From an optimization exercise on the open Yosys and OpenROAD flow, aimed at small area, a short achievable clock period and few clock cycles per item; shortcuts taken in it are not production practice.
At most, simulation tests tie the RTL to the original design; equivalence was not proved.
Function not checked in runs 2 to 6: the RTL went through the layout flow alone.
Power and IR drop assume default switching activity.

## flow/design.v

```verilog
package rar_pkg;
   localparam logic [1:0] CMD_ADD = 2'd0;
   localparam logic [1:0] CMD_SUB = 2'd1;
   localparam logic [1:0] CMD_MUL = 2'd2;
   localparam logic [1:0] CMD_DIV = 2'd3;
   localparam int NUM_OUT_WIDTH = 33;
   localparam int DEN_OUT_WIDTH = 32;
   typedef struct packed {
      logic load;
      logic step;
   } div_ctl_type;
endpackage
module rar_cell (
   input  logic                 clock,
   input  rar_pkg::div_ctl_type ctl,
   input  logic                 load_bit,
   input  logic                 r_lo,
   input  logic                 q_lo,
   input  logic                 d_bit,
   input  logic                 borrow_in,
   input  logic                 sub,
   output logic                 r_bit,
   output logic                 q_bit,
   output logic                 borrow_out
);
   logic r_ff;
   logic q_ff;
   logic r_in;
   assign borrow_out = (~r_lo & d_bit) | (~(r_lo ^ d_bit) & borrow_in);
   assign r_in       = sub ? (r_lo ^ d_bit ^ borrow_in) : r_lo;
   always_ff @(posedge clock) begin
      if (ctl.load) begin
         r_ff <= 1'b0;
         q_ff <= load_bit;
      end else if (ctl.step) begin
         r_ff <= r_in;
         q_ff <= q_lo;
      end
   end
   assign r_bit = r_ff;
   assign q_bit = q_ff;
endmodule
module rar_div_row #(
   parameter int WIDTH = 32
) (
   input  logic                 clock,
   input  rar_pkg::div_ctl_type ctl,
   input  logic [WIDTH-1:0]     dividend,
   input  logic [WIDTH-1:0]     divisor,
   output logic [WIDTH-1:0]     quotient
);
   logic [WIDTH-1:0] r;
   logic [WIDTH-1:0] q;
   logic [WIDTH:0]   bw;
   logic             sub;
   assign bw[0] = 1'b0;
   assign sub   = r[WIDTH-1] | ~bw[WIDTH];
   for (genvar i = 0; i < WIDTH; i++) begin : g_cell
      logic r_lo;
      logic q_lo;
      if (i == 0) begin : g_first
         assign r_lo = q[WIDTH-1];
         assign q_lo = sub;
      end else begin : g_rest
         assign r_lo = r[i-1];
         assign q_lo = q[i-1];
      end
      rar_cell u_cell (
         .clock      (clock),
         .ctl        (ctl),
         .load_bit   (dividend[i]),
         .r_lo       (r_lo),
         .q_lo       (q_lo),
         .d_bit      (divisor[i]),
         .borrow_in  (bw[i]),
         .sub        (sub),
         .r_bit      (r[i]),
         .q_bit      (q[i]),
         .borrow_out (bw[i+1])
      );
   end
   assign quotient = q;
endmodule
module rational_arith_reduce #(
   parameter int OPERAND_WIDTH = 16
) (
   input  logic                                  clock,
   input  logic                                  reset,
   input  logic                                  req_tvalid,
   output logic                                  req_tready,
   input  logic [8*((2+4*OPERAND_WIDTH+7)/8)-1:0] req_tdata,
   output logic                                  rsp_tvalid,
   input  logic                                  rsp_tready,
   output logic [71:0]                           rsp_tdata,
   output logic                                  rsp_tuser
);
   localparam int W  = OPERAND_WIDTH;    
   localparam int NW = 2 * W + 1;        
   localparam int UW = 2 * W;            
   localparam int DW = 2 * W - 1;        
   localparam logic [1:0] F_IDLE = 2'd0, F_MUL = 2'd1, F_POST = 2'd2;
   logic [1:0]    fe_st;
   logic [1:0]    cmd_q;
   logic [W-1:0]  xa_q, xb_q;           
   logic [W:0]    y1_q, y2_q;           
   logic          sd_q;                 
   logic          err_q;
   logic [2:0]    cnt_q;
   logic [NW-1:0] accn_q;
   logic [UW-1:0] accd_q;
   logic          is_add, is_sub, is_mul, is_div;
   assign is_add = (cmd_q == rar_pkg::CMD_ADD);
   assign is_sub = (cmd_q == rar_pkg::CMD_SUB);
   assign is_mul = (cmd_q == rar_pkg::CMD_MUL);
   assign is_div = (cmd_q == rar_pkg::CMD_DIV);
   function automatic logic [2:0] booth(input logic [2:0] b);
      booth[0] = b[1] ^ b[0];
      booth[1] = (b[2] & ~b[1] & ~b[0]) | (~b[2] & b[1] & b[0]);
      booth[2] = b[2];
   endfunction
   function automatic logic [W+1:0] ppsel(input logic [2:0] dg, input logic [W-1:0] x);
      logic [W+1:0] xs;
      xs = {{2{x[W-1]}}, x};
      ppsel = ((dg[0] ? xs : '0) | (dg[1] ? (xs << 1) : '0)) ^ {(W+2){dg[2]}};
   endfunction
   logic [2:0]    dg1, dg2, dgn1, dgn2, dgd;
   logic [W+1:0]  ppn1, ppn2, ppd;
   logic [NW-1:0] accn_step;
   logic [UW-1:0] accd_step;
   assign dg1  = booth(y1_q[W:W-2]);
   assign dg2  = booth(y2_q[W:W-2]);
   assign dgn1 = is_mul ? dg2 : dg1;
   assign dgn2 = (is_add | is_sub) ? {dg2[2] ^ is_sub, dg2[1:0]} : 3'b000;
   assign dgd  = is_div ? {dg2[2] ^ sd_q, dg2[1:0]} : {dg1[2] ^ sd_q, dg1[1:0]};
   assign ppn1 = ppsel(dgn1, xa_q);
   assign ppn2 = ppsel(dgn2, xb_q);
   assign ppd  = ppsel(dgd,  xb_q);
   assign accn_step = {accn_q[NW-3:0], 2'b00} + {{(NW-W-2){ppn1[W+1]}}, ppn1}
                    + {{(NW-W-2){ppn2[W+1]}}, ppn2} + NW'(dgn1[2]) + NW'(dgn2[2]);
   assign accd_step = {accd_q[UW-3:0], 2'b00} + {{(UW-W-2){ppd[W+1]}}, ppd}
                    + UW'(dgd[2]);
   logic          special;
   logic          strip;
   logic          fe_rdy;
   logic          hand;
   assign special = err_q | (accn_q == '0);
   assign strip   = ~special & ~accn_q[0] & ~accd_q[0];
   assign fe_rdy  = (fe_st == F_POST) & ~strip;
   assign req_tready = (fe_st == F_IDLE);
   always_ff @(posedge clock) begin
      if (reset) begin
         fe_st <= F_IDLE;
      end else begin
         unique case (fe_st)
            F_IDLE:  if (req_tvalid) fe_st <= F_MUL;
            F_MUL:   if (cnt_q == 3'd7) fe_st <= F_POST;
            F_POST:  if (hand) fe_st <= F_IDLE;
            default: fe_st <= F_IDLE;
         endcase
      end
   end
   always_ff @(posedge clock) begin
      unique case (fe_st)
         F_IDLE: begin
            cmd_q  <= req_tdata[1:0];
            xa_q   <= req_tdata[2 +: W];
            xb_q   <= req_tdata[2 + W +: W];
            y2_q   <= {req_tdata[2 + 2*W +: W], 1'b0};
            y1_q   <= {req_tdata[2 + 3*W +: W], 1'b0};
            sd_q   <= req_tdata[2 + 2*W - 1] ^
                      ((req_tdata[1:0] == rar_pkg::CMD_DIV) ? req_tdata[2 + 3*W - 1]
                                                            : req_tdata[2 + 4*W - 1]);
            cnt_q  <= '0;
            accn_q <= '0;
            accd_q <= '0;
         end
         F_MUL: begin
            if (cnt_q == 3'd0)
               err_q <= (xb_q == '0) || (y1_q == '0) || (is_div && (y2_q == '0));
            y1_q   <= {y1_q[W-2:0], 2'b00};
            y2_q   <= {y2_q[W-2:0], 2'b00};
            cnt_q  <= cnt_q + 1'b1;
            accn_q <= accn_step;
            accd_q <= accd_step;
         end
         F_POST: begin
            if (strip) begin
               accn_q <= {accn_q[NW-1], accn_q[NW-1:1]};
               accd_q <= {1'b0, accd_q[UW-1:1]};
            end
         end
         default: ;
      endcase
   end
   logic          run_q, val_q, lerr_q;
   logic [UW-1:0] u_q, v_q;
   logic [NW-1:0] c0n_q, c1n_q;
   logic [DW-1:0] c0d_q, c1d_q;
   logic          loop_free;
   assign loop_free = ~run_q & (~val_q | rsp_tready);
   assign hand      = fe_rdy & loop_free;
   logic          h_sgn, h_sw;
   logic [UW-1:0] h_absn, h_d;
   logic [NW-1:0] h_one;
   assign h_sgn  = accn_q[NW-1];
   assign h_absn = h_sgn ? UW'(-accn_q) : accn_q[UW-1:0];
   assign h_d    = accd_q;
   assign h_sw   = ~accn_q[0] | special;
   assign h_one  = (h_sgn ^ sd_q) ? '1 : NW'(1);
   logic          vodd, neg, done;
   logic [UW:0]   d1;
   logic [UW-1:0] d2, mag, x;
   logic [1:0]    s;
   logic [UW-1:0] v_next;
   logic [NW-1:0] c1n_sh, c0n_sh;
   logic [DW-1:0] c1d_sh, c0d_sh;
   assign vodd = v_q[0];
   assign d1   = {1'b0, u_q} - {1'b0, v_q};
   assign d2   = v_q - u_q;
   assign neg  = d1[UW];
   assign mag  = neg ? d2 : d1[UW-1:0];
   assign x    = vodd ? mag : v_q;
   assign done = vodd & (u_q == v_q);
   assign s    = x[1] ? 2'd0 : x[2] ? 2'd1 : x[3] ? 2'd2 : 2'd3;
   assign v_next = x >> (s + 3'd1);
   assign c1n_sh = c1n_q << (s + 3'd1);
   assign c0n_sh = c0n_q << (s + 3'd1);
   assign c1d_sh = c1d_q << (s + 3'd1);
   assign c0d_sh = c0d_q << (s + 3'd1);
   always_ff @(posedge clock) begin
      if (reset) begin
         run_q <= 1'b0;
         val_q <= 1'b0;
      end else if (hand) begin
         run_q <= ~special;
         val_q <= special;
      end else if (run_q) begin
         if (done) begin
            run_q <= 1'b0;
            val_q <= 1'b1;
         end
      end else if (rsp_tready) begin
         val_q <= 1'b0;
      end
   end
   always_ff @(posedge clock) begin
      if (hand) begin
         lerr_q <= err_q;
         u_q    <= h_sw ? h_d : h_absn;
         v_q    <= h_sw ? h_absn : h_d;
         c0n_q  <= h_sw ? '0 : h_one;
         c0d_q  <= {{(DW-1){1'b0}}, h_sw};
         c1n_q  <= h_sw ? h_one : '0;
         c1d_q  <= {{(DW-1){1'b0}}, ~h_sw};
      end else if (run_q) begin
         v_q <= v_next;
         if (vodd) begin
            u_q   <= neg ? u_q : v_q;
            c0n_q <= c0n_q + c1n_q;
            c0d_q <= c0d_q + c1d_q;
            c1n_q <= neg ? c1n_sh : c0n_sh;
            c1d_q <= neg ? c1d_sh : c0d_sh;
         end else begin
            c1n_q <= c1n_sh;
            c1d_q <= c1d_sh;
         end
      end
   end
   assign rsp_tvalid = val_q;
   assign rsp_tdata  = {7'b0, 1'b0, c0d_q, c0n_q};
   assign rsp_tuser  = lerr_q;
endmodule
```

## flow/run.sh

```bash
#!/bin/bash
# synth_recipe.tcl (not shown) runs the flow's synth.tcl, then flattens the netlist and writes it again
# the make line also repeats each setting of config.mk as NAME=value (left out here)
make -C /OpenROAD-flow-scripts/flow DESIGN_CONFIG=/design/flow/config.mk WORK_HOME=/design/flow/orfs CLKGATE_MAP_FILE= SYNTH_SCRIPT=/design/flow/synth_recipe.tcl finish
```

## flow/config.mk

```make
export PLATFORM = sky130hd
export DESIGN_NAME = rational_arith_reduce
export DESIGN_NICKNAME = rational_arith_reduce
export VERILOG_FILES = /design/flow/design.v
export SDC_FILE = /design/flow/constraint.sdc
export NUM_CORES = 4
export LEC_CHECK = 0
export CAP_MARGIN = 20
export CORE_MARGIN = 2
export CORE_UTILIZATION = 40
export SLEW_MARGIN = 20
```

## flow/constraint.sdc

```tcl
create_clock -name core_clock -period 15.0 [get_ports {clock}]
set_input_delay 3.0000 -clock core_clock [delete_from_list [all_inputs] [get_ports {clock}]]
set_output_delay 3.0000 -clock core_clock [all_outputs]
set_load 0.01 [all_outputs]
```

==> results of run 1 <==
==> where the power goes <==
part           switching, mW  leakage, nW  total (mW)  internal (mW)
combinational           2.05         9.56        3.61           1.56
sequential             0.240         3.26        1.44           1.20
clock                  0.448        0.760        1.14          0.689
==> how the worst max path moves through the flow <==
stage | start | end | slack (ns) | depth (start not counted)
floorplan | y2_q[15] | accn_q[31] | 9.25 | 20
global placement | rsp_tready | c0n_q[6] | 8.11 | 10
detailed placement | rsp_tready | c0n_q[5] | 8.12 | 10
CTS | v_q[0] | c1d_q[30] | 8.38 | 15
global route | v_q[0] | c1d_q[30] | 7.79 | 15
finish | v_q[0] | c1n_q[32] | 8.40 | 17
==> layer usage <==
metal	part of all wire, %	up-vias	wire, µm
met5	0.016	-	13
met3	5.3	96	4320
met4	1.8	2	1470
met2	44	581	36500
li1	-	12300	-
met1	48	11800	39800
==> sequential cells by signal (all words and copies together) (netlist names) <==
register	count
xa_q	16
c1n_q	33
accd_q	32
fe_st	2
xb_q	16
y2_q	16
err_q	1
y1_q	16
u_q	32
lerr_q	1
run_q	1
cnt_q	3
cmd_q	2
c0d_q	31
c1d_q	31
v_q	32
accn_q	33
c0n_q	33
sd_q	1
val_q	1
==> stage by stage <==
| step | hold WS, ns | worst slack, ns | area (µm²) | utilization, % |
|---|---|---|---|---|
| final | 0.533 | 8.40 | 33100 | 45.4 |
| after global routing | 0.560 | 7.79 | 33100 | 45.4 |
| after detailed placement | 0.531 | 8.12 | 31600 | 43.3 |
| after global placement | 0.523 | 8.11 | 31600 | 43.3 |
| after CTS | 0.540 | 8.38 | 33100 | 45.4 |
| after floorplan | 0.426 | 9.25 | 29500 | - |
==> layout make-up <==
type,count,area share (%)
Multi-Input combinational cell,2592,56.4
Sequential cell,333,28.3
Timing Repair Buffer,176,5.02
Tap cell,959,3.62
Clock buffer,49,3.45
Inverter,179,2.03
Clock inverter,31,1.18
==> worst max-delay path, delay by kind of cell, from the launching register on <==
kind	cells	cell delay [ns]
mux	1	0.61
buf+inv	3	1.73
flops	1	0.37
fa+ha+maj	2	0.72
compound gates	7	2.25
simple gates	4	0.61
==> logic make-up (layout without fill, tap and decap cells) <==
logic type,count (synthesis),after routing,share of synthesized area (%)
multiplexers,237,237,9.14
adder cells (fa/ha/maj),232,232,10.7
AO/OA/AOI/OAI,1082,1082,23.8
flip-flops,333,333,31.7
AND/OR/NAND/NOR,815,815,12.8
other,1,8,0.0127
buffers and inverters,365,435,5.34
XOR/XNOR,218,218,6.48
==> layout by cell type, fill, tap and decap left out, types with 28 or more instances in the layout <==
cell type	instances
o21ai_1	43
mux2i_1	176
nor2_1	194
nand2_1	314
nor3_1	38
a21o_1	98
o21ai_0	252
nor2b_1	28
buf_4	40
mux2_2	38
edfxtp_1	269
clkdlybuf4s50_1	136
o21bai_1	38
fa_1	35
xor2_1	92
xnor2_1	123
a22oi_1	58
o221ai_1	46
ha_1	195
dfxtp_1	64
a21oi_1	271
nand3_1	65
a211oi_1	33
clkbuf_16	45
inv_1	173
nand4_1	39
==> out/qor.yml, run 1 <==
global_routing:
  grt_busiest_layer: "met2"
  grtUsageMet3_pct: 3.09
  grt_usage_pct: 21.5
  gr-usage-met1_pct: 31.4
  antenna_found_initial: 1
  grt.overflow.total: 0
  grt_pass1_vias: 23600
  grt_max_degree: 69
  grt_pass1_wl_um: 132000
  grt.met2_usage_pct: 33.5
min_path:
  holdPathEnd: "c0d_q[24]"
  min-delay-start: "c0d_q[24]"
  hold_depth: 2
  hold_class: "flop to flop"
sta:
  setup_viol: 0
  fin_worst_skew_ns: 0.0355
  fin_crit_ns: 6.60
  rsz0062_at_grt: "false"
  max_freq_ghz: 0.151
  fin_setup_tns_ns: 0
  hold_viol: 0
  tightestPinTransition_ns: 0.944
  timing.final.crit_share_pct: 44.0
  relSlewSlack_pct: 36.9
  maxSlewViolCount: 0
cells_and_area:
  syn2layout_area_growth_pct: 12.3
  nFillCells: 7109
  diodes: 0
  layout.cells.non_filler: 4319
  final_nets: 3634
  drive_above_1_share_pct: 6.99
  multi_input_area_mm2: 0.0187
  regArea_mm2: 0.00936
die:
  num_rows: 99
  core_area_mm2: 0.0730
  die_h_um: 276
  die_w_um: 276
  fp.dieArea_mm2: 0.0759
  ioPinCount: 151
  initial_core_util_pct: 40.4
setup_path:
  worst_path_most_repeated_cell: "buf_4"
  rr_endpoint: "c1n_q[32]"
  ff2ff_path_depth: 17
  path_cells: "buf_4, ha_1, fa_1, nand3b_1, a21oi_1, o31ai_2, a21oi_2, nor4_1, a311o_1, a211oi_4, buf_4, buf_4, mux4_2, and2_1, a31oi_1, a211o_1, nand2_1"
  cp.required_ns: 15.33
  path_class: "flop to flop"
  worst-r2r-setup-slack_ns: 8.40
  cp.arrival_ns: 6.94
  startpoint_type: "flop"
  critical_path.max_stage_delay_ns: 0.75
  crit_slowest_cell: "buf_4"
  cp-end-kind: "flop"
  crit_fanout: 55
  r2r-start: "v_q[0]"
pwr:
  power_leakage_nw: 13.6
  p_per_area_mw_per_mm2: 187
  vdd.ir_drop.worst_uv: 141
  total_power_mw: 6.19
clock_tree:
  post_cts_buffers: 0
  cts.path.max_buffers: 3
  cts.htree.levels: 2
  clkTransAtPathRegs_ns: 0.06
  cts_tree: "done"
  clockRootBuffer: "clkbuf_16"
  numCtsBuffers: 44
  clock_latency_ns: 0.60
  cts_sinks: 333
  post_cts_resized: 0
  holdBufCountCts: 0
routing:
  wl_per_cell_um: 19.0
  dr.pass1.iters: 5
  antenna_left: 0
  wirelength_um: 82100
  drt-initial-drc-count: 1897
  via_per_inst: 5.72
  remaining_drc_errors: 0
  vias: 24700
logic_synthesis:
  syn_area_per_cell_um2: 8.98
  yosysTopAreaCell: "edfxtp_1"
  ys_top_cells_by_count: "317 x nand2_1, 272 x a21oi_1, 269 x edfxtp_1, 252 x o21ai_0, 197 x ha_1"
  ys_warn_count: 1
  syn_inst: 3283
  synth_edf_count: 269
  synth_area_mm2: 0.0295
  synth_area_leaders: "edfxtp_1 27%, ha_1 8.4%, mux2i_1 6.0%"
  synthFlopType: "edfxtp_1"
  yosysSeqAreaShare_pct: 31.7
  ys_seq_elements: 333
  synth_most_common_cell: "nand2_1"
  synthArstFlopShare_pct: 0
  synth_cell_type_count: 98
  yosysTopAreaCellShare_pct: 27.4
placement:
  portBuffers: 136
  dpl.cell_count: 4239
  routabilityCongestion: 0.917
  dp_hpwl_um: 61300
outcome:
  outcome: "finished clean"
job:
  cap_violations: 0
Testbench counts, summed over its fixed seeds: cycles 40,005, items 2,400.
==> run 2: changes to the inputs <==
--- a/flow/design.v
+++ b/flow/design.v
@@ -104,3 +104,5 @@
    logic [W-1:0]  xa_q, xb_q;           
-   logic [W:0]    y1_q, y2_q;           
+   logic [W:0]    q1_q, q2_q;
+   logic [W+2:0]  hn_q;                 
+   logic [W+1:0]  hd_q;                 
    logic          sd_q;                 
@@ -108,4 +110,2 @@
    logic [2:0]    cnt_q;
-   logic [NW-1:0] accn_q;
-   logic [UW-1:0] accd_q;
    logic          is_add, is_sub, is_mul, is_div;
@@ -127,6 +127,6 @@
    logic [W+1:0]  ppn1, ppn2, ppd;
-   logic [NW-1:0] accn_step;
-   logic [UW-1:0] accd_step;
-   assign dg1  = booth(y1_q[W:W-2]);
-   assign dg2  = booth(y2_q[W:W-2]);
+   logic [W+2:0]  sumn;
+   logic [W+1:0]  sumd;
+   assign dg1  = booth(q1_q[2:0]);
+   assign dg2  = booth(q2_q[2:0]);
    assign dgn1 = is_mul ? dg2 : dg1;
@@ -137,6 +137,9 @@
    assign ppd  = ppsel(dgd,  xb_q);
-   assign accn_step = {accn_q[NW-3:0], 2'b00} + {{(NW-W-2){ppn1[W+1]}}, ppn1}
-                    + {{(NW-W-2){ppn2[W+1]}}, ppn2} + NW'(dgn1[2]) + NW'(dgn2[2]);
-   assign accd_step = {accd_q[UW-3:0], 2'b00} + {{(UW-W-2){ppd[W+1]}}, ppd}
-                    + UW'(dgd[2]);
+   assign sumn = hn_q + {ppn1[W+1], ppn1} + {ppn2[W+1], ppn2}
+               + (W+3)'(dgn1[2]) + (W+3)'(dgn2[2]);
+   assign sumd = hd_q + ppd + (W+2)'(dgd[2]);
+   logic [NW-1:0] accn;
+   logic [UW-1:0] accd;
+   assign accn = {hn_q[W:0], q2_q[W:1]};
+   assign accd = {hd_q[W-1:0], q1_q[W:1]};
    logic          special;
@@ -145,4 +148,4 @@
    logic          hand;
-   assign special = err_q | (accn_q == '0);
-   assign strip   = ~special & ~accn_q[0] & ~accd_q[0];
+   assign special = err_q | (accn == '0);
+   assign strip   = ~special & ~accn[0] & ~accd[0];
    assign fe_rdy  = (fe_st == F_POST) & ~strip;
@@ -164,13 +167,13 @@
          F_IDLE: begin
-            cmd_q  <= req_tdata[1:0];
-            xa_q   <= req_tdata[2 +: W];
-            xb_q   <= req_tdata[2 + W +: W];
-            y2_q   <= {req_tdata[2 + 2*W +: W], 1'b0};
-            y1_q   <= {req_tdata[2 + 3*W +: W], 1'b0};
-            sd_q   <= req_tdata[2 + 2*W - 1] ^
-                      ((req_tdata[1:0] == rar_pkg::CMD_DIV) ? req_tdata[2 + 3*W - 1]
-                                                            : req_tdata[2 + 4*W - 1]);
-            cnt_q  <= '0;
-            accn_q <= '0;
-            accd_q <= '0;
+            cmd_q <= req_tdata[1:0];
+            xa_q  <= req_tdata[2 +: W];
+            xb_q  <= req_tdata[2 + W +: W];
+            q2_q  <= {req_tdata[2 + 2*W +: W], 1'b0};
+            q1_q  <= {req_tdata[2 + 3*W +: W], 1'b0};
+            sd_q  <= req_tdata[2 + 2*W - 1] ^
+                     ((req_tdata[1:0] == rar_pkg::CMD_DIV) ? req_tdata[2 + 3*W - 1]
+                                                           : req_tdata[2 + 4*W - 1]);
+            cnt_q <= '0;
+            hn_q  <= '0;
+            hd_q  <= '0;
          end
@@ -178,8 +181,8 @@
             if (cnt_q == 3'd0)
-               err_q <= (xb_q == '0) || (y1_q == '0) || (is_div && (y2_q == '0));
-            y1_q   <= {y1_q[W-2:0], 2'b00};
-            y2_q   <= {y2_q[W-2:0], 2'b00};
-            cnt_q  <= cnt_q + 1'b1;
-            accn_q <= accn_step;
-            accd_q <= accd_step;
+               err_q <= (xb_q == '0) || (q1_q == '0) || (is_div && (q2_q == '0));
+            q1_q  <= {sumd[1:0], q1_q[W:2]};
+            q2_q  <= {sumn[1:0], q2_q[W:2]};
+            hd_q  <= {{2{sumd[W+1]}}, sumd[W+1:2]};
+            hn_q  <= {{2{sumn[W+2]}}, sumn[W+2:2]};
+            cnt_q <= cnt_q + 1'b1;
          end
@@ -187,4 +190,6 @@
             if (strip) begin
-               accn_q <= {accn_q[NW-1], accn_q[NW-1:1]};
-               accd_q <= {1'b0, accd_q[UW-1:1]};
+               hn_q <= {hn_q[W+2], hn_q[W+2:1]};
+               q2_q <= {hn_q[0], q2_q[W:1]};
+               hd_q <= {1'b0, hd_q[W+1:1]};
+               q1_q <= {hd_q[0], q1_q[W:1]};
             end
@@ -204,6 +209,6 @@
    logic [NW-1:0] h_one;
-   assign h_sgn  = accn_q[NW-1];
-   assign h_absn = h_sgn ? UW'(-accn_q) : accn_q[UW-1:0];
-   assign h_d    = accd_q;
-   assign h_sw   = ~accn_q[0] | special;
+   assign h_sgn  = accn[NW-1];
+   assign h_absn = h_sgn ? UW'(-accn) : accn[UW-1:0];
+   assign h_d    = accd;
+   assign h_sw   = ~accn[0] | special;
    assign h_one  = (h_sgn ^ sd_q) ? '1 : NW'(1);
==> run 2 against run 1 <==
Compared with the run above:
- first-iteration DRC count increased by 14%
- utilization increased by 0.073 points
- via count decreased by 2.3%
- worst setup slack got worse by 0.057 ns
- cell area decreased by 7.6%
- die area decreased by 7.5%
- fmax decreased by 0.86%
- combinational power decreased by 44%
- highest routed layer is now met4
- sequential share of layout area decreased by 0.22 points
- clock skew decreased by 0.011 ns
==> out/qor.yml, run 2 <==
pwr:
  power_leakage_nw: 12.5
  vdd.ir_drop.worst_uv: 117
  p_per_area_mw_per_mm2: 140
  total_power_mw: 4.27
global_routing:
  grt_usage_pct: 22.2
  grt.overflow.total: 0
  grt_max_degree: 80
  antenna_found_initial: 0
  grt_pass1_vias: 23000
  grt_pass1_wl_um: 127000
clock_tree:
  holdBufCountCts: 0
  cts.path.max_buffers: 3
  post_cts_buffers: 0
  post_cts_resized: 0
  clock_latency_ns: 0.60
  cts_tree: "done"
  clockRootBuffer: "clkbuf_16"
  cts.htree.levels: 2
  clkTransAtPathRegs_ns: 0.07
  numCtsBuffers: 41
  cts_sinks: 307
setup_path:
  cp.required_ns: 15.48
  cp-end-kind: "flop"
  startpoint_type: "flop"
  crit_fanout: 58
  cp.arrival_ns: 7.14
  cp-startpoint: "v_q[0]"
  rr_endpoint: "c1d_q[28]"
  path_class: "flop to flop"
  ff2ff_path_depth: 19
  endpoint: "c1d_q[28]"
  r2r-start: "v_q[0]"
  worst-r2r-setup-slack_ns: 8.34
logic_synthesis:
  syn_area_per_cell_um2: 8.52
  syn_inst: 3197
  ys_warn_count: 1
  yosysSeqAreaShare_pct: 31.5
  synth_area_leaders: "edfxtp_1 27%, ha_1 7.9%, mux2i_1 6.4%"
  synth_edf_count: 243
  ys_seq_elements: 307
  yosysTopAreaCell: "edfxtp_1"
  synth_cell_type_count: 94
  synth_area_mm2: 0.0272
  yosysTopAreaCellShare_pct: 26.8
  synth_most_common_cell: "nand2_1"
  ys_top_cells_by_count: "319 x nand2_1, 252 x o21ai_0, 251 x nor2_1, 243 x edfxtp_1, 225 x a21oi_1"
  synthArstFlopShare_pct: 0
  synthFlopType: "edfxtp_1"
cells_and_area:
  regArea_mm2: 0.00858
  largestRegisters: "c0n_q: 33 flops, c1n_q: 33 flops"
  final_nets: 3492
  final_common_cell: "nand2_1"
  nFillCells: 6616
  diodes: 0
  layout.cells.non_filler: 4126
  syn2layout_area_growth_pct: 12.3
  layout_common_cells: "317 x nand2_1, 252 x o21ai_0, 245 x nor2_1"
  multi_input_area_mm2: 0.0172
  final_util_pct: 45.5
  drive_above_1_share_pct: 5.32
routing:
  via_per_inst: 5.85
  dr.pass1.iters: 6
  vias: 24100
  remaining_drc_errors: 0
  wl_per_cell_um: 19.2
  wirelength_um: 79300
  antenna_left: 0
  drt-initial-drc-count: 2170
die:
  die_h_um: 265
  core_area_mm2: 0.0673
  die_w_um: 265
  fp.dieArea_mm2: 0.0702
  ioPinCount: 151
  num_rows: 95
  initial_core_util_pct: 40.5
sta:
  relSlewSlack_pct: 25.2
  rsz0062_at_grt: "false"
  fin_setup_tns_ns: 0
  setup_viol: 0
  maxSlewViolCount: 0
  worst_slack_ns: 8.34
  hold_viol: 0
  fin_worst_skew_ns: 0.0248
  timing.final.crit_share_pct: 44.4
  max_freq_ghz: 0.150
  tightestPinTransition_ns: 1.12
  fin_crit_ns: 6.66
placement:
  routabilityCongestion: 0.874
  dpl.cell_count: 4052
  post-place-ws_ns: 8.21
  portBuffers: 136
  dp_hpwl_um: 58000
outcome:
  outcome: "finished clean"
min_path:
  hold_class: "flop to flop"
job:
  cap_violations: 0
## run 2: changes by cell type after synthesis, sizes merged, moves of 24 or more
cell,before,now
nor2,196,251
a21oi,277,225
clkbuf,85,136
o21ai,296,255
buf,101,64
a22oi,58,91
edfxtp,269,243
ha,197,171
o22ai,12,37
mux2,38,14
## run 2: worst max-delay path: stages (launching register included)
cell,delay (ns)
edfxtp_1,0.45
buf_4,0.65
inv_1,0.57
ha_1,0.39
fa_1,0.44
nand2_1,0.10
nor4_1,0.06
a2111oi_2,0.40
buf_4,0.24
nand2b_1,0.11
buf_4,0.32
inv_1,0.45
ha_1,0.35
buf_4,0.22
nand2b_1,0.52
nor2_1,0.66
nand2_1,0.20
o22ai_1,0.20
a221oi_1,0.07
o311ai_1,0.10
## run 2: cell type report
cell class	count	share of cell area, %
inverter	190	2.34
multi-input combinational	2507	56.2
timing repair buffer	175	5.47
clock buffer	47	3.43
tap	873	3.57
clock inverter	27	0.990
sequential	307	28.0
## run 2: metal layers
metal  vias up  wire [µm]  track usage, %
met5         -          0               0
met4         0       2120            6.58
met3       125       4650            2.78
met2       724      36500            36.2
met1     11400      36100            30.8
li1      11900          -               -
## run 2: worst min-delay path by stage
stage	startpoint	endpoint	slack [ns]	depth (start not counted)
6_report	c0d_q[30]	c0d_q[30]	0.49	1
5_1_grt	c0d_q[30]	c0d_q[30]	0.53	1
4_1_cts	c0d_q[30]	c0d_q[30]	0.50	1
3_5_place_dp	c0d_q[30]	c0d_q[30]	0.48	1
3_3_place_gp	c0d_q[30]	c0d_q[30]	0.48	1
2_1_floorplan	err_q	lerr_q	0.45	0
## run 2: logic make-up after synthesis
family / after synthesis / share of synthesized area, %
flops: 307 / 31.5
other cells: 1 / 0.0138
buf+inv: 390 / 5.81
compound gates: 1047 / 25.2
simple gates: 892 / 15.0
mux: 193 / 7.43
fa+ha+maj: 194 / 9.54
xor+xnor: 173 / 5.56
## run 2: per-stage QoR
stage / area (µm²) / hold slack (ns)
floorplan: 27300 / 0.452
global placement: 29200 / 0.479
detailed placement: 29200 / 0.483
CTS: 30600 / 0.503
global route: 30600 / 0.526
finish: 30600 / 0.492
## run 2: power breakdown
part	switching, mW	internal [mW]	leakage (nW)	total (mW)
Sequential	0.169	1.06	2.94	1.23
Combinational	1.15	0.884	8.86	2.03
Clock	0.417	0.591	0.658	1.01
==> run 3: changes to the inputs <==
--- a/flow/design.v
+++ b/flow/design.v
@@ -151,3 +151,4 @@
    assign fe_rdy  = (fe_st == F_POST) & ~strip;
-   assign req_tready = (fe_st == F_IDLE);
+   logic          rdy_q;
+   assign req_tready = rdy_q;
    always_ff @(posedge clock) begin
@@ -155,3 +156,8 @@
          fe_st <= F_IDLE;
+         rdy_q <= 1'b1;
       end else begin
+         if (rdy_q && req_tvalid)
+            rdy_q <= 1'b0;
+         else if (hand)
+            rdy_q <= 1'b1;
          unique case (fe_st)
@@ -199,3 +205,4 @@
    end
-   logic          run_q, val_q, lerr_q;
+   logic          busy_q, first_q, val_q, lerr_q;
+   logic          p_sw_q, p_neg_q, p_sp_q, p_err_q;
    logic [UW-1:0] u_q, v_q;
@@ -203,5 +210,5 @@
    logic [DW-1:0] c0d_q, c1d_q;
-   logic          loop_free;
-   assign loop_free = ~run_q & (~val_q | rsp_tready);
-   assign hand      = fe_rdy & loop_free;
+   logic          step;
+   assign hand = fe_rdy & ~busy_q;
+   assign step = busy_q & ~val_q;
    logic          h_sgn, h_sw;
@@ -213,3 +220,7 @@
    assign h_sw   = ~accn[0] | special;
-   assign h_one  = (h_sgn ^ sd_q) ? '1 : NW'(1);
+   assign h_one  = {{(NW-1){h_sgn ^ sd_q}}, 1'b1};
+   logic [NW-1:0] c0n;
+   logic [DW-1:0] c0d;
+   assign c0n = first_q ? (p_sw_q ? '0 : {{(NW-1){p_neg_q}}, 1'b1}) : c0n_q;
+   assign c0d = first_q ? {{(DW-1){1'b0}}, p_sw_q} : c0d_q;
    logic          vodd, neg, done;
@@ -228,22 +239,28 @@
    assign done = vodd & (u_q == v_q);
-   assign s    = x[1] ? 2'd0 : x[2] ? 2'd1 : x[3] ? 2'd2 : 2'd3;
-   assign v_next = x >> (s + 3'd1);
-   assign c1n_sh = c1n_q << (s + 3'd1);
-   assign c0n_sh = c0n_q << (s + 3'd1);
-   assign c1d_sh = c1d_q << (s + 3'd1);
-   assign c0d_sh = c0d_q << (s + 3'd1);
+   logic [3:1]    xl;
+   assign xl   = vodd ? d1[3:1] : v_q[3:1];
+   assign s    = xl[1] ? 2'd0 : xl[2] ? 2'd1 : xl[3] ? 2'd2 : 2'd3;
+   function automatic logic [UW-1:0] rsh(input logic [UW-1:0] a, input logic [1:0] k);
+      logic [UW-1:0] b;
+      b = {1'b0, a[UW-1:1]};
+      rsh = b >> k;
+   endfunction
+   assign v_next = vodd ? (neg ? rsh(d2, s) : rsh(d1[UW-1:0], s)) : rsh(v_q, s);
+   assign c1n_sh = {c1n_q[NW-2:0], 1'b0} << s;
+   assign c0n_sh = {c0n[NW-2:0], 1'b0} << s;
+   assign c1d_sh = {c1d_q[DW-2:0], 1'b0} << s;
+   assign c0d_sh = {c0d[DW-2:0], 1'b0} << s;
    always_ff @(posedge clock) begin
       if (reset) begin
-         run_q <= 1'b0;
-         val_q <= 1'b0;
-      end else if (hand) begin
-         run_q <= ~special;
-         val_q <= special;
-      end else if (run_q) begin
-         if (done) begin
-            run_q <= 1'b0;
+         busy_q <= 1'b0;
+         val_q  <= 1'b0;
+      end else begin
+         if (hand)
+            busy_q <= 1'b1;
+         else if (step && (p_sp_q || done))
+            busy_q <= 1'b0;
+         if (step && (p_sp_q || done))
             val_q <= 1'b1;
-         end
-      end else if (rsp_tready) begin
-         val_q <= 1'b0;
+         else if (rsp_tready)
+            val_q <= 1'b0;
       end
@@ -252,20 +269,32 @@
       if (hand) begin
-         lerr_q <= err_q;
-         u_q    <= h_sw ? h_d : h_absn;
-         v_q    <= h_sw ? h_absn : h_d;
-         c0n_q  <= h_sw ? '0 : h_one;
-         c0d_q  <= {{(DW-1){1'b0}}, h_sw};
-         c1n_q  <= h_sw ? h_one : '0;
-         c1d_q  <= {{(DW-1){1'b0}}, ~h_sw};
-      end else if (run_q) begin
-         v_q <= v_next;
-         if (vodd) begin
-            u_q   <= neg ? u_q : v_q;
-            c0n_q <= c0n_q + c1n_q;
-            c0d_q <= c0d_q + c1d_q;
-            c1n_q <= neg ? c1n_sh : c0n_sh;
-            c1d_q <= neg ? c1d_sh : c0d_sh;
+         first_q <= 1'b1;
+         p_sw_q  <= h_sw;
+         p_neg_q <= h_sgn ^ sd_q;
+         p_sp_q  <= special;
+         p_err_q <= err_q;
+         u_q     <= h_sw ? h_d : h_absn;
+         v_q     <= h_sw ? h_absn : h_d;
+         c1n_q   <= h_sw ? h_one : '0;
+         c1d_q   <= {{(DW-1){1'b0}}, ~h_sw};
+      end else if (step) begin
+         first_q <= 1'b0;
+         if (p_sp_q) begin
+            lerr_q <= p_err_q;
+            c0n_q  <= c0n;
+            c0d_q  <= c0d;
          end else begin
-            c1n_q <= c1n_sh;
-            c1d_q <= c1d_sh;
+            lerr_q <= 1'b0;
+            v_q    <= v_next;
+            if (vodd) begin
+               u_q   <= neg ? u_q : v_q;
+               c0n_q <= c0n + c1n_q;
+               c0d_q <= c0d + c1d_q;
+               c1n_q <= neg ? c1n_sh : c0n_sh;
+               c1d_q <= neg ? c1d_sh : c0d_sh;
+            end else begin
+               c0n_q <= c0n;
+               c0d_q <= c0d;
+               c1n_q <= c1n_sh;
+               c1d_q <= c1d_sh;
+            end
          end
--- a/flow/config.mk
+++ b/flow/config.mk
@@ -7,5 +7,5 @@
 export LEC_CHECK = 0
-export CAP_MARGIN = 20
+export CAP_MARGIN = 80
 export CORE_MARGIN = 2
 export CORE_UTILIZATION = 40
-export SLEW_MARGIN = 20
+export SLEW_MARGIN = 80
==> run 3 against run 2 <==
Compared with the run above:
- sequential power is essentially flat
- clock power is essentially flat
- synthesized cell count shrank 1.1%
- global-route usage shrank 0.055 points
- clock-buffer cell count grew 6
- sequential cell count grew 6
- power grew 9.6%
- critical path depth grew 2
- cell count grew 2.1%
- register-to-register slack gained 1.6 ns
- first-iteration DRC count shrank 11%
- cell area grew 11%
- largest power group unchanged
- highest routed layer unchanged
==> out/qor.yml, run 3 <==
sta:
  setup_viol: 0
  fin_worst_skew_ns: 0.0285
  fin_crit_ns: 5.06
  rsz0062_at_grt: "false"
  timing.final.crit_share_pct: 33.8
  timing.hold.ws_ns: 0.521
  max_freq_ghz: 0.197
  fin_setup_tns_ns: 0
  maxSlewViolCount: 0
  hold_viol: 0
routing:
  via_per_inst: 5.70
  remaining_drc_errors: 0
  wirelength_um: 79300
  vias: 24000
  drt-initial-drc-count: 1940
  dr.pass1.iters: 6
  wl_per_cell_um: 18.8
  antenna_left: 0
die:
  core_area_mm2: 0.0673
  die_w_um: 265
  die_h_um: 265
  num_rows: 95
  ioPinCount: 151
  fp.dieArea_mm2: 0.0701
  initial_core_util_pct: 40.5
setup_path:
  path_class: "flop to flop"
  crit_fanout: 23
  cp-end-kind: "flop"
  cp.required_ns: 15.41
  cp.arrival_ns: 5.48
  startpoint_type: "flop"
clock_tree:
  clockRootBuffer: "clkbuf_16"
  cts.path.max_buffers: 3
  cts_tree: "done"
  post_cts_resized: 0
  holdBufCountCts: 0
  post_cts_buffers: 0
  cts_sinks: 313
  numCtsBuffers: 41
  clkTransAtPathRegs_ns: 0.06
  clock_latency_ns: 0.58
  cts.htree.levels: 2
logic_synthesis:
  ys_warn_count: 1
  synth_edf_count: 277
  synthFlopType: "edfxtp_1"
  yosysSeqAreaShare_pct: 33.2
  synth_most_common_cell: "nand2_1"
  yosysTopAreaCell: "edfxtp_1"
  ys_seq_elements: 313
  synthArstFlopShare_pct: 0
  synth_area_leaders: "edfxtp_1 31%, ha_1 7.8%, mux2i_1 5.4%"
  ys_top_cells_by_count: "290 x nand2_1, 282 x a21oi_1, 278 x nor2_1, 277 x edfxtp_1, 255 x o21ai_0"
  synth_cell_type_count: 92
  yosysTopAreaCellShare_pct: 30.6
  syn_area_per_cell_um2: 8.60
  syn_inst: 3163
  synth_area_mm2: 0.0272
outcome:
  outcome: "finished clean"
cells_and_area:
  final_common_cell: "nand2_1"
  drive_above_1_share_pct: 15.8
  fin_area_mm2: 0.0338
  diodes: 0
  nFillCells: 6271
  layout.cells.non_filler: 4211
  final_nets: 3575
  syn2layout_area_growth_pct: 24.3
  largestRegisters: "c0n_q: 33 flops, c1n_q: 33 flops"
  layout_common_cells: "282 x nand2_1, 277 x edfxtp_1, 262 x nor2_1"
job:
  cap_violations: 0
pwr:
  p_per_area_mw_per_mm2: 138
  vdd.ir_drop.worst_uv: 129
  power_leakage_nw: 13.3
  total_power_mw: 4.68
placement:
  routabilityCongestion: 0.871
  dp_hpwl_um: 59800
  place_area_mm2: 0.0316
  portBuffers: 136
  dpl.cell_count: 4117
global_routing:
  antenna_found_initial: 0
  grt_pass1_wl_um: 126000
  grt.overflow.total: 0
  grt_usage_pct: 22.2
  grt_pass1_vias: 22800
  grt_max_degree: 46
min_path:
  hold_class: "flop to flop"
run 3: cell type report:
class                   count  area [µm²]  share of cell area, %
multi-input cells        2466       18300                   54.2
repair buffers            300        3230                   9.56
clock inverters            22         282                  0.833
flip-flops and latches    313        9040                   26.7
well taps                 873        1090                   3.23
inverters                 184         717                   2.12
clock buffers              53        1130                   3.35
run 3: routing by layer:
layer	track usage (%)	share of wire (%)
met4	6.11	2.4
met2	35.4	46
met3	2.55	4.9
met1	31.6	47
met5	0	0
run 3: final timing paths:
check                                from         to  slack, ns  cells after the start
worst max-delay path               v_q[0]     v_q[3]       9.94                     21
worst min-delay path            c1d_q[13]  c1d_q[13]       0.52                      2
worst max register to register     v_q[0]     v_q[3]       9.94                     21
worst min register to register  c1d_q[13]  c1d_q[13]       0.52                      2
run 3: per-stage QoR:
stage | util, % | setup WS, ns
after floorplan | - | 8.28
after global placement | 43.3 | 9.45
after global routing | 50.3 | 9.64
final | 50.3 | 9.94
after detailed placement | 47.0 | 9.86
after CTS | 49.1 | 9.84
run 3: power breakdown:
group	switching (mW)	total (mW)	internal (mW)
Clock	0.417	1.04	0.624
Combinational	1.38	2.43	1.05
Sequential	0.120	1.21	1.09
run 3: cell families after synthesis:
| family | after synthesis | share of synthesized area (%) |
|---|---|---|
| other | 1 | 0.0138 |
| AOI/OAI and AO/OA | 1052 | 24.5 |
| and+or+nand+nor | 863 | 14.3 |
| adders and majority gates | 193 | 9.51 |
| xor gates and xnor gates | 184 | 5.92 |
| muxes | 166 | 6.40 |
| buffers and inverters | 391 | 6.05 |
| DFF | 313 | 33.2 |
run 3: critical path, stage by stage, from the launching register on:
cell and delay (ns):
edfxtp_1 0.37, buf_6 0.20, ha_1 0.24, fa_1 0.42
nand2b_1 0.20, a21oi_2 0.30, a32oi_4 0.18, buf_2 0.18
o211ai_1 0.24, a21oi_1 0.10, buf_4 0.22, or2_1 0.28
buf_8 0.14, buf_12 0.16, o21ai_1 0.26, xnor2_1 0.18
mux2i_1 0.14, a22oi_1 0.20, clkdlybuf4s50_1 0.57, buf_1 0.13
nand2_1 0.06, a31oi_1 0.15
==> run 4: changes to the inputs <==
--- a/flow/config.mk
+++ b/flow/config.mk
@@ -7,5 +7,5 @@
 export LEC_CHECK = 0
-export CAP_MARGIN = 80
+export CAP_MARGIN = 20
 export CORE_MARGIN = 2
 export CORE_UTILIZATION = 40
-export SLEW_MARGIN = 80
+export SLEW_MARGIN = 20
==> run 4 against run 3 <==
Compared with the run above:
- sequential power barely moved
- wire length fell by 3.4%
- sequential cell count did not move
- register-to-register slack got worse by 0.62 ns
- critical endpoint is now v_q[5]
==> out/qor.yml, run 4 <==
outcome:
  outcome: "finished clean"
routing:
  dr.pass1.iters: 5
  vias: 23300
  drt-initial-drc-count: 1900
  antenna_left: 0
  via_per_inst: 5.70
  wirelength_um: 76600
  remaining_drc_errors: 0
  wl_per_cell_um: 18.8
logic_synthesis:
  yosysTopAreaCell: "edfxtp_1"
  synthFlopType: "edfxtp_1"
  synth_edf_count: 277
  yosysSeqAreaShare_pct: 33.2
  synth_area_mm2: 0.0272
  ys_warn_count: 1
  syn_area_per_cell_um2: 8.60
  synth_most_common_cell: "nand2_1"
  ys_seq_elements: 313
  syn_inst: 3163
  yosysTopAreaCellShare_pct: 30.6
  synth_cell_type_count: 92
  ys_top_cells_by_count: "290 x nand2_1, 282 x a21oi_1, 278 x nor2_1, 277 x edfxtp_1, 255 x o21ai_0"
  synthArstFlopShare_pct: 0
  synth_area_leaders: "edfxtp_1 31%, ha_1 7.8%, mux2i_1 5.4%"
sta:
  fin_worst_skew_ns: 0.0231
  relSlewSlack_pct: 26.4
  maxSlewViolCount: 0
  rsz0062_at_grt: "false"
  timing.hold.ws_ns: 0.513
  fin_crit_ns: 5.68
  fin_setup_tns_ns: 0
  timing.final.crit_share_pct: 37.9
  max_freq_ghz: 0.176
  setup_viol: 0
  tightestPinTransition_ns: 1.10
  hold_viol: 0
global_routing:
  grt.met2_usage_pct: 34.4
  antenna_found_initial: 0
  grt_busiest_layer: "met2"
  grt_usage_pct: 21.4
  grt_pass1_vias: 21800
  gr-usage-met1_pct: 30.8
  grt_pass1_wl_um: 122000
  grt.overflow.total: 0
  grt_max_degree: 127
  grtUsageMet3_pct: 2.25
setup_path:
  endpoint: "v_q[5]"
  critical_path.max_stage_delay_ns: 0.82
  cp-startpoint: "v_q[0]"
  r2r-start: "v_q[0]"
  cp.required_ns: 15.28
  startpoint_type: "flop"
  crit_fanout: 23
  cp-end-kind: "flop"
  ff2ff_path_depth: 17
  path_cells: "buf_4, ha_1, fa_1, nand2b_1, a21oi_1, a32oi_1, o211ai_1, a21oi_1, buf_4, nor2_1, buf_4, mux2_2, a221oi_1, a2111oi_0, a311o_1, a22oi_1, o21ai_0"
  worst-r2r-setup-slack_ns: 9.32
  worst_path_most_repeated_cell: "buf_4"
  crit_slowest_cell: "nor2_1"
  cp.arrival_ns: 5.97
  path_class: "flop to flop"
  rr_endpoint: "v_q[5]"
die:
  core_area_mm2: 0.0673
  die_w_um: 265
  ioPinCount: 151
  fp.dieArea_mm2: 0.0701
  die_h_um: 265
  num_rows: 95
  initial_core_util_pct: 40.5
clock_tree:
  clkTransAtPathRegs_ns: 0.06
  holdBufCountCts: 0
  post_cts_buffers: 0
  cts_sinks: 313
  cts.htree.levels: 2
  post_cts_resized: 0
  numCtsBuffers: 40
  clockRootBuffer: "clkbuf_16"
  cts.path.max_buffers: 3
  cts_tree: "done"
  clock_latency_ns: 0.57
pwr:
  power_leakage_nw: 12.1
  vdd.ir_drop.worst_uv: 101
  p_per_area_mw_per_mm2: 142
  total_power_mw: 4.34
min_path:
  hold_class: "flop to flop"
placement:
  routabilityCongestion: 0.871
  portBuffers: 136
  dp_hpwl_um: 55400
cells_and_area:
  diodes: 0
  drive_above_1_share_pct: 5.54
  largestRegisters: "c0n_q: 33 flops, c1n_q: 33 flops"
  final_nets: 3448
  final_common_cell: "nand2_1"
  syn2layout_area_growth_pct: 12.1
  layout_common_cells: "287 x nand2_1, 282 x a21oi_1, 277 x edfxtp_1"
job:
  cap_violations: 0
[run 4: cell count changes in the layout (fill, tap and decap cells not counted), moves of 24 or more]
cell     before  now
o21ai_0     210  253
buf_2        37    0
o21ai_1      36    8
a21oi_1     256  282
xnor2_1      80  105
a21oi_2      26    2
buf_4        14   38
buf_8        24    0
xnor2_2      24    0
[run 4: cells by family (layout without fill, tap and decap cells)]
kind of cell / count (synthesis) / after routing / synth area share (%)
adders and majority gates: 193 / 193 / 9.51
buffers and inverters: 391 / 432 / 6.05
DFF: 313 / 313 / 33.2
and+or+nand+nor: 863 / 863 / 14.3
muxes: 166 / 166 / 6.40
xor gates and xnor gates: 184 / 184 / 5.92
other: 1 / 8 / 0.0138
AOI/OAI and AO/OA: 1052 / 1052 / 24.5
[run 4: through the flow]
step	instance area [µm²]	setup slack (ns)	util (%)	cells
2_1_floorplan	27200	8.28	-	3170
3_3_place_gp	29100	9.45	43.3	4010
3_5_place_dp	29100	9.39	43.3	4010
4_1_cts	30500	9.36	45.3	4084
5_1_grt	30500	8.95	45.3	4084
6_report	30500	9.32	45.3	4084
[run 4: layout make-up]
cell class,count,area [µm²]
Fill cell,6565,36800
Multi-Input combinational cell,2466,16700
Sequential cell,313,9040
Timing Repair Buffer,174,1650
Clock buffer,57,1140
Tap cell,873,1090
Inverter,184,696
Clock inverter,17,205
[run 4: how the worst min path moves through the flow]
stage	cells past startpoint	slack, ns	endpoint	startpoint
after floorplan	0	0.42	p_err_q	err_q
after global placement	2	0.50	busy_q	busy_q
after detailed placement	2	0.50	busy_q	busy_q
after CTS	2	0.52	c1d_q[6]	c1d_q[6]
after global routing	2	0.54	c1d_q[6]	c1d_q[6]
final	2	0.51	busy_q	busy_q
[run 4: power by group]
group | internal (mW) | switching (mW)
Clock | 0.599 | 0.404
Combinational | 0.895 | 1.23
Sequential | 1.09 | 0.124
Total | 2.58 | 1.76
[run 4: critical path: cells and delay by family (launching register included)]
| kind | cells | cell delay [ns] |
|---|---|---|
| AO/OA/AOI/OAI | 9 | 2.27 |
| AND/OR/NAND/NOR | 2 | 1.00 |
| buffers and inverters | 3 | 0.77 |
| adder cells (fa/ha/maj) | 2 | 0.67 |
| flip-flops | 1 | 0.35 |
| multiplexers | 1 | 0.35 |
[run 4: per-layer routing]
layer | share of wire [%] | vias up | wire length (µm)
li1 | - | 11600 | -
met1 | 48 | 11000 | 36700
met2 | 45 | 596 | 34700
met3 | 4.7 | 91 | 3570
met4 | 2.1 | 0 | 1650
met5 | 0 | - | 0
==> run 5: changes to the inputs <==
--- a/flow/design.v
+++ b/flow/design.v
@@ -232,9 +232,29 @@
    logic [DW-1:0] c1d_sh, c0d_sh;
+   logic [UW-1:0] pg_g [0:5];
+   logic [UW-1:0] pg_p [0:5];
+   logic [UW-1:0] hp, c_lo, c_hi;
+   assign hp       = u_q ^ ~v_q;
+   assign pg_g[0]  = u_q & ~v_q;
+   assign pg_p[0]  = hp;
+   for (genvar l = 0; l < 5; l++) begin : g_lvl
+      for (genvar i = 0; i < UW; i++) begin : g_bit
+         if (((i >> l) & 1) == 1) begin : g_op
+            localparam int J = ((i >> (l + 1)) << (l + 1)) + (1 << l) - 1;
+            assign pg_g[l+1][i] = pg_g[l][i] | (pg_p[l][i] & pg_g[l][J]);
+            assign pg_p[l+1][i] = pg_p[l][i] & pg_p[l][J];
+         end else begin : g_pass
+            assign pg_g[l+1][i] = pg_g[l][i];
+            assign pg_p[l+1][i] = pg_p[l][i];
+         end
+      end
+   end
+   assign c_lo = {pg_g[5][UW-2:0], 1'b0};
+   assign c_hi = {pg_g[5][UW-2:0] | pg_p[5][UW-2:0], 1'b1};
    assign vodd = v_q[0];
-   assign d1   = {1'b0, u_q} - {1'b0, v_q};
-   assign d2   = v_q - u_q;
-   assign neg  = d1[UW];
+   assign d1   = {pg_g[5][UW-1] | pg_p[5][UW-1], hp ^ c_hi};    
+   assign d2   = ~(hp ^ c_lo);                                   
+   assign neg  = ~d1[UW];
    assign mag  = neg ? d2 : d1[UW-1:0];
    assign x    = vodd ? mag : v_q;
-   assign done = vodd & (u_q == v_q);
+   assign done = vodd & pg_p[5][UW-1];
    logic [3:1]    xl;
==> flow/flow/run.sh (new file) <==
#!/bin/bash
# Standard layout (standard synthesis, floorplan, placement, CTS, routing) with
# the timing repair steps asked to leave 10.5 ns of setup slack at the design's
# clock period, so they size the critical paths up. The make output goes to
# make_finish.log; each ORFS step logs under orfs/logs/.
set -euo pipefail
bash standard.sh SETUP_SLACK_MARGIN=10.5 finish > make_finish.log 2>&1
==> flow/standard.sh (new file) <==
#!/bin/bash
# synth_recipe.tcl (not shown) runs the flow's synth.tcl, then flattens the netlist and writes it again
# the make line also repeats each setting of config.mk as NAME=value (left out here)
make -C /OpenROAD-flow-scripts/flow DESIGN_CONFIG=/design/flow/config.mk WORK_HOME=/design/flow/orfs CLKGATE_MAP_FILE= SYNTH_SCRIPT=/design/flow/synth_recipe.tcl "${@:-finish}"
removed: flow/run.sh
==> run 5 against run 4 <==
Compared with the run above:
- cell count is 4.0% lower
- synthesized area is 3.8% lower
- power is 8.5% higher
- sequential cell count stayed put
- highest routed layer unchanged
==> out/qor.yml, run 5 <==
routing:
  wirelength_um: 76200
  via_per_inst: 5.81
  vias: 22800
  remaining_drc_errors: 0
  wl_per_cell_um: 19.4
  antenna_left: 0
  dr.pass1.iters: 5
  drt-initial-drc-count: 1741
sta:
  timing.hold.ws_ns: 0.507
  maxSlewViolCount: 0
  hold_viol: 0
  max_freq_ghz: 0.224
  fin_setup_tns_ns: 0
  relSlewSlack_pct: 27.6
  fin_worst_skew_ns: 0.0186
  tightestPinTransition_ns: 1.08
  setup_viol: 0
  fin_crit_ns: 4.46
  rsz0062_at_grt: "true"
  timing.final.crit_share_pct: 29.7
clock_tree:
  cts_sinks: 313
  cts_tree: "done"
  holdBufCountCts: 0
  cts.htree.levels: 2
  clkTransAtPathRegs_ns: 0.06
  numCtsBuffers: 41
  clock_latency_ns: 0.57
  clockRootBuffer: "clkbuf_16"
  cts.path.max_buffers: 3
logic_synthesis:
  syn_inst: 2952
  synthArstFlopShare_pct: 0
  yosysSeqAreaShare_pct: 34.5
  yosysTopAreaCell: "edfxtp_1"
  ys_top_cells_by_count: "277 x edfxtp_1, 269 x nand2_1, 258 x nor2_1, 256 x a21oi_1, 230 x o21ai_0"
  synth_area_mm2: 0.0262
  ys_seq_elements: 313
  synth_edf_count: 277
  yosysTopAreaCellShare_pct: 31.8
  synth_area_leaders: "edfxtp_1 32%, ha_1 6.7%, a21oi_1 4.9%"
  synthFlopType: "edfxtp_1"
  synth_most_common_cell: "edfxtp_1"
  ys_warn_count: 3
  syn_area_per_cell_um2: 8.87
  synth_cell_type_count: 92
setup_path:
  startpoint_type: "flop"
  path_cells: "clkdlybuf4s50_1"
  cp.arrival_ns: 1.46
  critical_path.max_stage_delay_ns: 0.54
  cp-end-kind: "output port"
  path_class: "flop to output port"
  crit_fanout: 2
  critPathBufInv: 1
  cp.required_ns: 12.00
  crit_family: "buffers and inverters"
  crit_slowest_cell: "clkdlybuf4s50_1"
cells_and_area:
  drive_above_1_share_pct: 9.92
  final_util_pct: 46.9
  diodes: 0
  final_nets: 3279
  largestRegisters: "c0n_q: 33 flops, c1n_q: 33 flops"
  final_common_cell: "edfxtp_1"
  syn2layout_area_growth_pct: 15.8
  layout_common_cells: "277 x edfxtp_1, 266 x nand2_1, 252 x nor2_1, 252 x a21oi_1, 221 x o21ai_0"
global_routing:
  grt_pass1_wl_um: 120000
  grt_usage_pct: 21.9
  grt_max_degree: 89
  antenna_found_initial: 0
  grt_pass1_vias: 22100
  grt.overflow.total: 0
pwr:
  power_leakage_nw: 12.2
  vdd.ir_drop.worst_uv: 153
  total_power_mw: 4.71
  p_per_area_mw_per_mm2: 155
placement:
  portBuffers: 136
  dp_hpwl_um: 53400
  routabilityCongestion: 0.906
die:
  num_rows: 93
  ioPinCount: 151
  die_h_um: 260
  core_area_mm2: 0.0646
  initial_core_util_pct: 40.5
  fp.dieArea_mm2: 0.0675
  die_w_um: 260
job:
  cap_violations: 0
outcome:
  outcome: "finished clean"
min_path:
  hold_class: "flop to flop"
## run 5: cell count changes after synthesis, sizes merged, moves of 17 or more
cell and delta:
o21ai -26, a21oi -26, nor2 -18, ha -30, clkbuf -32, nor3 -21
a21o -17, a211oi -19, a221o +25, mux2i -39, nand2 -22, inv -26
## run 5: path summary, 6_finish.rpt
check	to	start	cells after the start	slack, ns
max	rsp_tdata[60]	c0d_q[27]	1	10.54
min reg2reg	c1d_q[29]	c1d_q[29]	2	0.51
max reg2reg	hn_q[17]	q1_q[1]	18	10.62
min	c1d_q[29]	c1d_q[29]	2	0.51
## run 5: stage by stage
step,setup slack (ns),std cells,cell area [µm²]
6_report,10.54,3921,30300
5_1_grt,10.40,3921,30300
4_1_cts,10.50,3895,29700
3_5_place_dp,8.40,3801,28100
3_3_place_gp,8.53,3801,28100
2_1_floorplan,10.52,2959,26200
## run 5: repair_timing
action / CTS / global route
pin swaps: 6 / 21
hold endpoints to repair: 0 / 0
cloned: 4 / 2
gates resized for setup: 62 / 93
setup buffers: 18 / 23
endpoints found under the setup margin: 173 / 106
## run 5: logic make-up after synthesis
family	count (synthesis)	synth area share (%)
buf+inv	346	5.74
compound gates	981	24.5
xor+xnor	187	6.26
flops	313	34.5
fa+ha+maj	166	8.68
other cells	1	0.0143
simple gates	817	14.5
mux	141	5.85
## run 5: report_power, final
group	switching (mW)	total [mW]	internal, mW
clock	0.395	0.948	0.553
sequential	0.128	1.22	1.09
combinational	1.44	2.54	1.10
total	1.96	4.71	2.75
## run 5: metal layers
metal,part of all wire (%),track usage (%)
met5,0,0
met3,5.8,3.10
met4,2.4,6.45
met2,47,36.7
met1,45,29.3
## run 5: cell type report
type                            count  area, µm²
Timing Repair Buffer              222       2210
Clock buffer                       59       1170
Multi-Input combinational cell   2301      16100
Tap cell                          855       1070
Clock inverter                     13       85.1
Inverter                          158        603
Fill cell                        6156      34300
Sequential cell                   313       9040
==> run 6: changes to the inputs <==
==> flow/flow/run.sh (replaced) <==
#!/bin/bash
# Standard layout (standard synthesis, floorplan, placement, CTS, routing) with
# the timing repair steps asked to leave 9.5 ns of setup slack at the design's
# clock period, so they size the critical paths up. The make output goes to
# make_finish.log; each ORFS step logs under orfs/logs/.
set -euo pipefail
bash standard.sh SETUP_SLACK_MARGIN=9.5 finish > make_finish.log 2>&1
==> run 6 against run 5 <==
Compared with the run above:
- worst setup slack got worse by 0.68 ns
- sequential cell count unchanged
- critical path type is now flop to flop
- largest power group unchanged
- sequential power hardly changed
- worst hold slack got worse by 0.015 ns
- synthesized area unchanged
- fmax is 13% lower
- critical endpoint is now hn_q[17]
==> out/qor.yml, run 6 <==
cells_and_area:
  regArea_mm2: 0.00904
  layout_common_cells: "277 x edfxtp_1, 267 x nand2_1, 255 x a21oi_1"
  final_nets: 3239
  final_util_pct: 45.7
  final_common_cell: "edfxtp_1"
  nFillCells: 6221
  largestRegisters: "c0n_q: 33 flops, c1n_q: 33 flops"
  multi_input_area_mm2: 0.0158
  syn2layout_area_growth_pct: 12.8
  drive_above_1_share_pct: 7.03
setup_path:
  startpoint_type: "flop"
  critical_path.max_stage_delay_ns: 0.50
  cp.required_ns: 15.32
  cp-end-kind: "flop"
  cp.arrival_ns: 5.45
  path_class: "flop to flop"
  crit_fanout: 16
  path_cells: "buf_4, ha_1, mux2i_1, mux2i_1, buf_4, a22oi_1, xnor2_1, fa_1, fa_1, nor2b_1, o21ai_0, a21boi_0, o21ai_0, a221oi_2, a211o_1, a211oi_1, o21ai_0, nand3_1, a21o_1"
  worst_path_most_repeated_cell: "o21ai_0"
  crit_slowest_cell: "edfxtp_1"
die:
  ioPinCount: 151
  die_h_um: 260
  fp.dieArea_mm2: 0.0675
  num_rows: 93
  initial_core_util_pct: 40.5
  core_area_mm2: 0.0646
  die_w_um: 260
clock_tree:
  cts_tree: "done"
  cts.htree.levels: 2
  cts_sinks: 313
  numCtsBuffers: 41
  cts.path.max_buffers: 3
  clock_latency_ns: 0.59
  clockRootBuffer: "clkbuf_16"
  clkTransAtPathRegs_ns: 0.06
  holdBufCountCts: 0
routing:
  via_per_inst: 5.80
  antenna_left: 0
  wl_per_cell_um: 19.2
  vias: 22500
  remaining_drc_errors: 0
  drt-initial-drc-count: 1918
  dr.pass1.iters: 5
  wirelength_um: 74700
logic_synthesis:
  ys_seq_elements: 313
  syn_inst: 2952
  synth_most_common_cell: "edfxtp_1"
  synth_area_mm2: 0.0262
  syn_area_per_cell_um2: 8.87
  synthFlopType: "edfxtp_1"
  yosysSeqAreaShare_pct: 34.5
  yosysTopAreaCell: "edfxtp_1"
  synth_area_leaders: "edfxtp_1 32%, ha_1 6.7%, a21oi_1 4.9%"
  ys_warn_count: 3
  synth_edf_count: 277
  yosysTopAreaCellShare_pct: 31.8
  synth_cell_type_count: 92
  ys_top_cells_by_count: "277 x edfxtp_1, 269 x nand2_1, 258 x nor2_1, 256 x a21oi_1, 230 x o21ai_0"
  synthArstFlopShare_pct: 0
placement:
  portBuffers: 136
  routabilityCongestion: 0.908
  dp_hpwl_um: 53400
outcome:
  outcome: "finished clean"
global_routing:
  grt_max_degree: 89
  grt_pass1_vias: 22000
  grt.overflow.total: 0
  antenna_found_initial: 0
  grt_usage_pct: 21.8
  grt_pass1_wl_um: 119000
pwr:
  power_leakage_nw: 11.8
  p_per_area_mw_per_mm2: 152
  vdd.ir_drop.worst_uv: 133
sta:
  maxSlewViolCount: 0
  rsz0062_at_grt: "false"
  timing.hold.ws_ns: 0.492
  timing.final.crit_share_pct: 34.2
  fin_worst_skew_ns: 0.0317
  relSlewSlack_pct: 31.3
  fin_crit_ns: 5.13
  hold_viol: 0
  max_freq_ghz: 0.195
  setup_viol: 0
  fin_setup_tns_ns: 0
  tightestPinTransition_ns: 1.03
min_path:
  hold_class: "flop to flop"
job:
  cap_violations: 0
run 6: cell counts after synthesis:
Identical to the previous run, type by type.
run 6: timing repair:
action	CTS	global route
buffers inserted	1	8
resized for setup	3	3
cloned	0	0
setup endpoints to repair	102	42
run 6: critical path: cells and delay by family (launching register included):
family	cells	cell delay, ns
adders and majority gates	3	1.14
muxes	2	0.43
buffers and inverters	2	0.41
xor gates and xnor gates	1	0.16
and+or+nand+nor	2	0.26
AOI/OAI and AO/OA	9	1.97
DFF	1	0.50
run 6: metal layers:
metal	routed length [µm]	up-vias	track usage [%]	share of wire (%)
met3	4000	127	2.43	5.4
met2	34900	668	36.2	47
met5	0	-	0	0
met4	1940	0	6.93	2.6
met1	33800	10800	29.6	45
li1	-	11000	-	-
run 6: metrics by stage:
stage / setup slack (ns) / power, mW / area (µm²) / instances
final: 9.87 / 4.49 / 29500 / 3886
after global routing: 9.56 / 4.84 / 29500 / 3885
after CTS: 9.57 / 4.49 / 29400 / 3876
after detailed placement: 8.79 / 3.46 / 28100 / 3799
after global placement: 8.88 / 3.42 / 28100 / 3799
after floorplan: 9.77 / 2.96 / 26200 / 2959
run 6: cells by family after synthesis:
| kind of cell | share of synthesized area, % |
|---|---|
| compound gates | 24.5 |
| simple gates | 14.5 |
| fa+ha+maj | 8.68 |
| xor+xnor | 6.26 |
| mux | 5.85 |
| flops | 34.5 |
| other cells | 0.0143 |
| buf+inv | 5.74 |
run 6: area by class of cell:
| cell class | instances | share of cell area, % |
|---|---|---|
| multi-input cells | 2300 | 53.4 |
| flip-flops and latches | 313 | 30.6 |
| repair buffers | 183 | 5.80 |
| clock buffers | 53 | 3.77 |
| well taps | 855 | 3.62 |
| inverters | 158 | 2.03 |
| clock inverters | 23 | 0.788 |
| diodes | 1 | 0.00847 |
run 6: worst paths after layout:
check / start / slack [ns] / depth (start not counted) / end
hold / removal: c1d_q[29] / 0.49 / 2 / c1d_q[29]
setup reg to reg: q2_q[1] / 9.87 / 19 / hn_q[17]
setup / recovery: q2_q[1] / 9.87 / 19 / hn_q[17]
hold reg to reg: c1d_q[29] / 0.49 / 2 / c1d_q[29]
run 6: report_power, final:
group | leakage [nW] | internal (mW) | switching, mW
clock | 0.652 | 0.596 | 0.406
sequential | 3.03 | 1.09 | 0.141
combinational | 8.08 | 0.948 | 1.31
total | 11.8 | 2.63 | 1.86

## re-timing with driven ports
The flow's constraints put no driver on any port. The routed layouts listed below were extracted and timed again, unchanged, in two steps. Step 1 (the two cells are an assumption about what drives the block):
set clk [get_ports {clock}]
set_driving_cell -lib_cell sky130_fd_sc_hd__clkbuf_16 $clk
set_driving_cell -lib_cell sky130_fd_sc_hd__buf_2 [delete_from_list [all_inputs] $clk]
Step 2, shift: input delay + t, output delay - t, t = (earliest + latest rising clock arrival at the registers) / 2. This alone moves slack from input paths to output paths. Three values: ideal, step 1, step 2; two values: the first two.
run | shift t [ns] | setup slack, ns | worst hold slack (ns)
run 1 | 0.655 | 8.398 / 8.398 / 8.042 | 0.533 / 0.533 / 0.533
run 2 | 0.646 | 8.341 / 8.341 / 8.158 | 0.492 / 0.492 / 0.492
run 3 | 0.631 | 9.936 / 9.936 / 9.936 | 0.521 / 0.521 / 0.521
run 4 | 0.621 | 9.317 / 9.317 / 9.317 | 0.513 / 0.513 / 0.513
run 5 | 0.625 | 10.542 / 10.479 / 10.623 | 0.507 / 0.507 / 0.507
run 6 | 0.633 | 9.866 / 9.866 / 9.866 | 0.492 / 0.492 / 0.492
After both steps setup and hold are still met in every run listed. The setup slack of run 1, which loses most, moves by 0.000 ns with the drivers and by -0.356 ns with both steps.
